This is an optimization exercise on Yosys and OpenROAD, whose aim is small area, a short achievable clock period and few clock cycles per item, not a production implementation.
Only simulation tests tie the RTL to the original design; equivalence was not proved.
Power figures rest on the tool's default switching activity, not on a simulated workload.

Design http_request_stream_parser, start of the top module:
module http_request_stream_parser (
    input  logic          i_clk,
    input  logic          i_rst_n,
    input  logic          in_valid,
    output logic          in_ready,
    input  logic [7:0]    in_byte,
    input  logic          in_restart,
    output logic          out_valid,
    input  logic          out_ready,
    output logic [7:0]    out_byte,
    output logic          out_data_valid,
    output logic [2:0]    field_kind,
    output logic          field_end,
    output logic          drop_line,
    output logic          request_done,
    output logic          parse_error,
    output logic [23:0]   body_length,
    output logic          out_last,
    input  logic          i_cfg_we,
    input  logic [23:0]   i_cfg_data
);
    localparam logic [1:0] PH_REQ  = 2'd0;
    localparam logic [1:0] PH_HDR  = 2'd1;
    localparam logic [1:0] PH_BODY = 2'd2;
    localparam logic [1:0] PH_ERR  = 2'd3;
    localparam logic [2:0] FK_NONE    = 3'd0;
    localparam logic [2:0] FK_PATH    = 3'd2;
    localparam logic [2:0] FK_NAME    = 3'd4;
    localparam logic [2:0] FK_VALUE   = 3'd5;
    localparam logic [2:0] FK_BODY    = 3'd6;
    localparam logic [1:0] HP_EMPTY = 2'd0;
    localparam logic [1:0] HP_NAME  = 2'd1;
    localparam logic [1:0] HP_SKIP  = 2'd2;
    localparam logic [1:0] HP_VALUE = 2'd3;
    localparam logic [2:0] NS_NONE  = 3'd0;
    localparam logic [2:0] NS_SKIP  = 3'd1;
    localparam logic [2:0] NS_PLUS  = 3'd2;
    localparam logic [2:0] NS_DIG   = 3'd3;
    localparam logic [2:0] NS_STOP  = 3'd4;
    localparam logic [2:0] NS_OVF   = 3'd5;
  ...
Size in the first run: roughly 81 I/O pins, about 10000 µm² of cells after synthesis.
Settings: LEC_CHECK=0, CAP_MARGIN=20, CORE_MARGIN=2, CORE_UTILIZATION=50, SETUP_SLACK_MARGIN=4.5, SLEW_MARGIN=20; clock period 7.5 ns.
standard.sh (not shown) runs the stock make flow with config.mk's settings and CLKGATE_MAP_FILE= SYNTH_SCRIPT=/design/flow/synth_recipe.tcl, a recipe that flattens the netlist after the stock synthesis.
==> flow/flow/run.sh <==
#!/bin/bash
# The standard layout, with these changes:
#  - the combinational logic of the standard synthesis is re-mapped by ABC
#    (flow/resyn.tcl, flow/resyn.abc) before floorplanning; every flip-flop of the
#    standard synthesis is kept as it is (same instance, name and cell);
#  - every port still gets its own buffer, but a plain buf_1 instead of a delay buffer;
#  - clock tree: clkbuf_8 buffers, no dummy loads.
set -euo pipefail
R=orfs/results/sky130hd/http_request_stream_parser/base
bash standard.sh synth > std_synth.log 2>&1
cp "$R/1_2_yosys.v" "$R/1_2_yosys_standard.v"
YOSYS=$(command -v yosys || echo /OpenROAD-flow-scripts/tools/install/yosys/bin/yosys)
[ -x "$YOSYS" ] || YOSYS="$FLOW_HOME/../tools/install/yosys/bin/yosys"
export RS_LIB="$FLOW_HOME/platforms/sky130hd/lib/sky130_fd_sc_hd__tt_025C_1v80.lib"
export RS_IN="$R/1_2_yosys_standard.v"
export RS_OUT="$PWD/resyn_out.v"
export RS_ABC="$PWD/flow/resyn.abc"
export RS_DONTUSE="$(sed -n '/DONT_USE_CELLS +=/,/^#/p' "$FLOW_HOME/platforms/sky130hd/config.mk" | grep -oE 'sky130_fd_sc_hd__[A-Za-z0-9_]+' | tr '\n' ' ')"
"$YOSYS" -c flow/resyn.tcl > resyn.log 2>&1
cp "$RS_OUT" "$R/1_2_yosys.v"
rm -f "$R/1_synth.odb" "$R/1_synth.sdc"
bash standard.sh \
  "BUFFER_PORTS_ARGS=-buffer_cell sky130_fd_sc_hd__buf_1" \
  "CTS_ARGS=-sink_clustering_enable -repair_clock_nets -buf_list sky130_fd_sc_hd__clkbuf_8 -dont_use_dummy_load" \
  finish > std_finish.log 2>&1
Other scripts of this flow, unchanged in this note and not shown: flow/flow/resyn.abc, flow/flow/resyn.tcl
The first run completed without violations.
Testbench counts at the start, summed over its fixed seeds: cycles 43,451, bytes 43,435.
==> next run, changes <==
--- a/flow/flow/run.sh
+++ b/flow/flow/run.sh
@@ -2,6 +2,3 @@
-# The standard layout, with these changes:
-#  - the combinational logic of the standard synthesis is re-mapped by ABC
-#    (flow/resyn.tcl, flow/resyn.abc) before floorplanning; every flip-flop of the
-#    standard synthesis is kept as it is (same instance, name and cell);
-#  - every port still gets its own buffer, but a plain buf_1 instead of a delay buffer;
-#  - clock tree: clkbuf_8 buffers, no dummy loads.
+# The standard layout, with the combinational logic of the standard synthesis
+# re-mapped by ABC (flow/resyn.tcl, flow/resyn.abc) before floorplanning. Every
+# flip-flop of the standard synthesis is kept as it is: same instance, name and cell.
@@ -22,4 +19 @@
-bash standard.sh \
-  "BUFFER_PORTS_ARGS=-buffer_cell sky130_fd_sc_hd__buf_1" \
-  "CTS_ARGS=-sink_clustering_enable -repair_clock_nets -buf_list sky130_fd_sc_hd__clkbuf_8 -dont_use_dummy_load" \
-  finish > std_finish.log 2>&1
+bash standard.sh > std_finish.log 2>&1
- CORE_UTILIZATION: 50 -> 40
- SETUP_SLACK_MARGIN: 4.5 -> 4.0
Result: The changed run finished with timing, DRC and antenna clean; combinational power fell by a little under a tenth; synthesized cell count is unchanged; fmax fell by a few percent; first-iteration DRC count fell by about a fifth; clock power rose by well over a third; total power rose by about a fifth.
==> next run, changes <==
--- a/flow/flow/run.sh
+++ b/flow/flow/run.sh
@@ -2,3 +2,7 @@
-# The standard layout, with the combinational logic of the standard synthesis
-# re-mapped by ABC (flow/resyn.tcl, flow/resyn.abc) before floorplanning. Every
-# flip-flop of the standard synthesis is kept as it is: same instance, name and cell.
+# The standard layout, with these changes:
+#  - the combinational logic of the standard synthesis is re-mapped by ABC
+#    (flow/resyn.tcl, flow/resyn.abc) before floorplanning; every flip-flop of the
+#    standard synthesis is kept as it is (same instance, name and cell);
+#  - every port still gets its own buffer, but a plain buf_1 instead of a delay buffer;
+#  - clock tree: clkbuf_8 buffers under a clkbuf_16 root, clusters of up to 30 sinks,
+#    no dummy loads.
@@ -19 +23,4 @@
-bash standard.sh > std_finish.log 2>&1
+bash standard.sh \
+  "BUFFER_PORTS_ARGS=-buffer_cell sky130_fd_sc_hd__buf_1" \
+  "CTS_ARGS=-sink_clustering_enable -repair_clock_nets -buf_list sky130_fd_sc_hd__clkbuf_8 -root_buf sky130_fd_sc_hd__clkbuf_16 -dont_use_dummy_load -sink_clustering_size 30 -sink_clustering_max_diameter 100" \
+  finish > std_finish.log 2>&1
- CORE_UTILIZATION: 40 -> 50
- SETUP_SLACK_MARGIN: 4.0 -> 4.5
- TNS_END_PERCENT: not set -> 0
The changed run ran to the end with no violations.
Design area shrinks by 3.9%.
Total power shrinks by 18%.
Combinational power shrinks by about 3%.
Global-route usage grows by 5.8 points.
Maximum frequency grows by 8.3%.
Flip-flop and latch count does not change.
Setup slack is better by 0.27 ns.
Wire length hardly moves.
Final cell count shrinks by 2.1%.
Synthesized cell count stays the same.
==> next run, changes <==
--- a/flow/flow/run.sh
+++ b/flow/flow/run.sh
@@ -7,2 +7 @@
-#  - clock tree: clkbuf_8 buffers under a clkbuf_16 root, clusters of up to 30 sinks,
-#    no dummy loads.
+#  - clock tree: clkbuf_8 buffers, no dummy loads.
@@ -25 +24 @@
-  "CTS_ARGS=-sink_clustering_enable -repair_clock_nets -buf_list sky130_fd_sc_hd__clkbuf_8 -root_buf sky130_fd_sc_hd__clkbuf_16 -dont_use_dummy_load -sink_clustering_size 30 -sink_clustering_max_diameter 100" \
+  "CTS_ARGS=-sink_clustering_enable -repair_clock_nets -buf_list sky130_fd_sc_hd__clkbuf_8 -dont_use_dummy_load" \
=> Routed wire length shrinks by about 1.3%. Critical path depth shrinks by 1. Cell count shrinks by 0.76%. Design area shrinks by 1.6%.

==> separate check: timing with driven ports <==
In the flow no input, the clock included, has a driving cell. The finished layouts below were timed again as built, in two steps. Step 1 (the two cells are an assumption about what drives the block):
set clk [get_ports {i_clk}]
set_driving_cell -lib_cell sky130_fd_sc_hd__clkbuf_16 $clk
set_driving_cell -lib_cell sky130_fd_sc_hd__buf_2 [delete_from_list [all_inputs] $clk]
Step 2 moves the port delays by t, midway between the first and last clock arrival at a register: inputs arrive t later, outputs are due t later. That takes back most of the time a late clock gives input paths. Three values: ideal ports, drivers, drivers and shift; two values: the first two.
run | t (ns) | setup WS [ns] | worst data-port slew with drivers (ns)
the first run | 0.519 | 4.242 / 4.199 / 4.074 | 0.03
the second run | 0.476 | 4.036 / 3.988 / 3.760 | 0.06
the third run | 0.428 | 4.302 / 4.253 / 4.049 | 0.05
the fourth run | 0.503 | 4.227 / 4.183 / 3.981 | 0.04
After both steps every run listed still meets setup and hold. The setup slack of the second run, which loses most, moves by -0.048 ns with the drivers and by -0.276 ns with both steps.
